Context: an optimization exercise on an open-source flow, tuned for small area, a short achievable clock period and few clock cycles. The choices shown serve that exercise and are no tape-out recipe.
The RTL was checked by simulation tests, not by an equivalence proof against the original design.

## north
## fc_layer_top
module fc_layer_top (
	input  logic          clk,
	input  logic          reset_n,
	input  logic          i_run,
	input  fc_pkg::cnt_t  i_num_cnt,
	output logic          o_idle,
	output logic          o_read,
	output logic          o_write,
	output logic          o_done,
	output fc_pkg::addr_t o_mem_addr,
	output logic          o_mem_ce,
	input  fc_pkg::word_t i_node_q,
	input  fc_pkg::word_t i_wgt0_q,
	input  fc_pkg::word_t i_wgt1_q,
	output fc_pkg::acc_t  o_result_0,
	output fc_pkg::acc_t  o_result_1,
	output fc_pkg::acc_t  o_result_2,
	output fc_pkg::acc_t  o_result_3
);
	localparam int LW = fc_pkg::LANE_W;
	logic rd_valid;
	logic clr;
	fc_sequencer u_seq (
		.clk        (clk),
		.reset_n    (reset_n),
		.i_run      (i_run),
		.i_num_cnt  (i_num_cnt),
		.o_idle     (o_idle),
		.o_read     (o_read),
		.o_write    (o_write),
		.o_done     (o_done),
		.o_rd_valid (rd_valid),
		.o_clr      (clr),
		.o_mem_ce   (o_mem_ce),
		.o_mem_addr (o_mem_addr)
	);
	fc_pkg::digit_t one_d [2];
	fc_pkg::digit_t two_d [2];
	fc_pkg::digit_t neg_d [2];
	fc_pkg::digit_t one [2];
	fc_pkg::digit_t two [2];
	fc_pkg::digit_t neg [2];
  ...
Size: roughly 3400 cells after synthesis, roughly 520 flip-flops.
Settings: LEC_CHECK=0, CAP_MARGIN=20, CORE_MARGIN=2, CORE_UTILIZATION=55, CTS_CLUSTER_DIAMETER=85, CTS_CLUSTER_SIZE=30, SETUP_SLACK_MARGIN=5, SLEW_MARGIN=20, SYNTH_HIERARCHICAL=1; clock period 10.0 ns.
standard.sh (not shown) runs the stock make flow with config.mk's settings and CLKGATE_MAP_FILE= SYNTH_SCRIPT=/design/flow/synth_recipe.tcl, a recipe that flattens the netlist after the stock synthesis.
==> flow/flow/run.sh <==
#!/bin/bash
# Standard layout, with timing repair aimed at a shorter period than the clock's,
# and plain buffers (rather than delay cells) on the ports. The clock, the
# constraints and every other step stay as the standard flow's own layout makes them.
set -euo pipefail
bash standard.sh SETUP_SLACK_MARGIN=7.0 "BUFFER_PORTS_ARGS=-buffer_cell sky130_fd_sc_hd__buf_2" finish > standard.log 2>&1
Testbench counts of north, summed over its fixed seeds: cycles 17,461.
## Diff of input files: south against north
- CTS_CLUSTER_SIZE changed from 30 to 24
- CTS_CLUSTER_DIAMETER changed from 85 to 70
-- flow/flow/run.sh --
<<< north, line 5
set -euo pipefail
bash standard.sh SETUP_SLACK_MARGIN=7.0 "BUFFER_PORTS_ARGS=-buffer_cell sky130_fd_sc_hd__buf_2" finish > standard.log 2>&1
>>> south, line 5
set -euo pipefail
bash standard.sh SETUP_SLACK_MARGIN=6.8 "BUFFER_PORTS_ARGS=-buffer_cell sky130_fd_sc_hd__buf_2" finish > standard.log 2>&1
Results
north reached the final stage; the timing, DRC and antenna checks on its layout passed.
south finished all stages; the layout is clean.
south vs. north: flip-flop and latch share of the layout cell area went up 1.5 points; clock period minus final worst setup slack went down 0.060 ns; total via count after detailed routing went down 827.
Compared to north, south has final worst-path cycle share 0.60 points lower.
Compared to north, south has final worst-path setup slack 0.060 ns higher.
Cell count: south lower than north
Length of routed wiring on met1 ends up lower on south.
On wire length of the first global-routing pass, south does better than north.
Compared with north, in south slew at the pin with the worst max-slew slack now sits higher; global router's overall resource usage now sits lower.


## main
fc_layer_top, a different RTL version from the one above (not shown whole).
For scale: roughly 520 flip-flops, about 260 I/O pins.
Settings: LEC_CHECK=0, CAP_MARGIN=20, CORE_MARGIN=2, CORE_UTILIZATION=65, CTS_CLUSTER_DIAMETER=80, CTS_CLUSTER_SIZE=28, SETUP_SLACK_MARGIN=5, SLEW_MARGIN=20, SYNTH_HIERARCHICAL=1; clock period 10.0 ns.
==> flow/flow/run.sh <==
#!/bin/bash
# Standard layout, with timing repair aimed at a shorter period than the clock's,
# and plain buffers (rather than delay cells) on the ports. The clock, the
# constraints and every other step stay as the standard flow's own layout makes them.
set -euo pipefail
bash standard.sh SETUP_SLACK_MARGIN=6.75 "BUFFER_PORTS_ARGS=-buffer_cell sky130_fd_sc_hd__buf_2" finish > standard.log 2>&1
Looking at the reports, main completed the entire flow and the layout it produced met the timing, DRC and antenna checks.
Testbench counts of main, summed over its fixed seeds: cycles 17,461.
Relative to main, the following input files were edited for the feature branch:
-- flow/flow/run.sh --
<<< main, line 6
bash standard.sh SETUP_SLACK_MARGIN=6.75 "BUFFER_PORTS_ARGS=-buffer_cell sky130_fd_sc_hd__buf_2" finish > standard.log 2>&1
>>> the feature branch, line 6
bash standard.sh SETUP_SLACK_MARGIN=6.8 "BUFFER_PORTS_ARGS=-buffer_cell sky130_fd_sc_hd__buf_2" finish > standard.log 2>&1
-- flow/config.mk --
<<< main, line 11
export CTS_CLUSTER_DIAMETER = 80
export CTS_CLUSTER_SIZE = 28
>>> the feature branch, line 11
export CTS_CLUSTER_DIAMETER = 70
export CTS_CLUSTER_SIZE = 24
The feature branch ended up with a higher cell count than main did. main -> the feature branch: mean instance size in the synthesized netlist flat. Between the feature branch and main, it is the feature branch whose length of routed met3 wiring is higher, by 11%. In the metrics for main and the feature branch, the one carrying the lower data arrival at the endpoint of the critical path is the feature branch. When the feature branch is set beside main, its share of the clock period used by the worst path after layout turns out to be 0.53 points smaller. Diff the feature branch..main | number of flip-flops and latches | unchanged. Between main and the feature branch, the difference in multiplexer area fraction after synthesis is negligible.


fc_layer_top, a different RTL version from the one above (not shown whole).
Size: about 3500 cells after synthesis, ~520 flip-flops, roughly 260 I/O pins, roughly 38000 sq um of cells after synthesis.
Design fc_layer_top, start of the top module:
module fc_layer_top (
	input  logic          clk,
	input  logic          reset_n,
	input  logic          i_run,
	input  fc_pkg::cnt_t  i_num_cnt,
	output logic          o_idle,
	output logic          o_read,
	output logic          o_write,
	output logic          o_done,
	output fc_pkg::addr_t o_mem_addr,
	output logic          o_mem_ce,
	input  fc_pkg::word_t i_node_q,
	input  fc_pkg::word_t i_wgt0_q,
	input  fc_pkg::word_t i_wgt1_q,
	output fc_pkg::acc_t  o_result_0,
	output fc_pkg::acc_t  o_result_1,
	output fc_pkg::acc_t  o_result_2,
	output fc_pkg::acc_t  o_result_3
);
==> flow/config.mk <==
export PLATFORM = sky130hd
export DESIGN_NAME = fc_layer_top
export DESIGN_NICKNAME = fc_layer_top
export VERILOG_FILES = /design/flow/design.v
export SDC_FILE = /design/flow/constraint.sdc
export NUM_CORES = 4
export LEC_CHECK = 0
export CAP_MARGIN = 20
export CORE_MARGIN = 2
export CORE_UTILIZATION = 72
export CTS_CLUSTER_DIAMETER = 70
export CTS_CLUSTER_SIZE = 24
export SETUP_SLACK_MARGIN = 5
export SLEW_MARGIN = 20
export SYNTH_HIERARCHICAL = 1
==> flow/constraint.sdc <==
create_clock -name core_clock -period 10.0 [get_ports {clk}]
set_input_delay 2.0000 -clock core_clock [delete_from_list [all_inputs] [get_ports {clk}]]
set_output_delay 2.0000 -clock core_clock [all_outputs]
set_load 0.01 [all_outputs]
==> flow/flow/run.sh <==
#!/bin/bash
# Standard layout, with timing repair aimed at a shorter period than the clock's,
# and plain buffers (rather than delay cells) on the ports. The clock, the
# constraints and every other step stay as the standard flow's own layout makes them.
set -euo pipefail
bash standard.sh SETUP_SLACK_MARGIN=6.7 "BUFFER_PORTS_ARGS=-buffer_cell sky130_fd_sc_hd__buf_2" finish > standard.log 2>&1
Testbench counts at the start, summed over its fixed seeds: cycles 17,461.
Rerun with:
--- a/flow/flow/run.sh
+++ b/flow/flow/run.sh
@@ -5,2 +5,2 @@
 set -euo pipefail
-bash standard.sh SETUP_SLACK_MARGIN=6.7 "BUFFER_PORTS_ARGS=-buffer_cell sky130_fd_sc_hd__buf_2" finish > standard.log 2>&1
+bash standard.sh SETUP_SLACK_MARGIN=6.8 "BUFFER_PORTS_ARGS=-buffer_cell sky130_fd_sc_hd__buf_2" finish > standard.log 2>&1
- CORE_UTILIZATION: 72 -> 55
=> The new run completed with no timing, DRC or antenna violations. Non-clock buffer count grows by 15. Worst hold slack gets worse by 0.0045 ns. Final area grows by 3.2%. Maximum frequency grows by 1.7%. Wire length grows by about 8%. Die area grows by about 30%. Via count shrinks by about 1.7%. Worst setup slack gets better by 0.056 ns. Clock-buffer cell count grows by 3.

==> static timing again, ports no longer ideal <==
The flow's constraints put no driver on any port. The routed layouts listed below were extracted and timed again, unchanged, in two steps. Step 1: set_driving_cell puts a clkbuf_16 on clk and a buf_2 on each other input, an assumption about the parent block. Step 2 moves the port delays by t, midway between the first and last clock arrival at a register: inputs arrive t later, outputs are due t later. That takes back most of the time a late clock gives input paths. a / b / c = ideal ports / drivers / drivers and shift; a / b = the first two.
run | t, ns | setup slack, ns | hold WS [ns] | worst slew at a driven data input, ns | cell pins on the clock port's net
north | 0.698 | 6.673 / 6.608 / 6.728 | 0.360 / 0.360 / 0.360 | 0.11 | 1
south | 0.651 | 6.732 / 6.668 / 6.816 | 0.346 / 0.346 / 0.346 | 0.10 | 1
main | 0.672 | 6.723 / 6.662 / 6.256 | 0.363 / 0.363 / 0.363 | 0.10 | 1
the feature branch | 0.637 | 6.776 / 6.715 / 6.332 | 0.357 / 0.357 / 0.357 | 0.10 | 1
the first run of note 3 | 0.676 | 6.702 / 6.668 / 6.227 | 0.357 / 0.357 / 0.357 | 0.11 | 1
the second run of note 3 | 0.645 | 6.758 / 6.694 / 6.347 | 0.352 / 0.352 / 0.352 | 0.11 | 1
After both steps setup and hold are still met in every run listed. For the first run of note 3, which loses most, drivers alone change the setup slack by -0.034 ns; drivers and shift together by -0.475 ns. The worst setup slack also covers recovery checks on asynchronous resets.
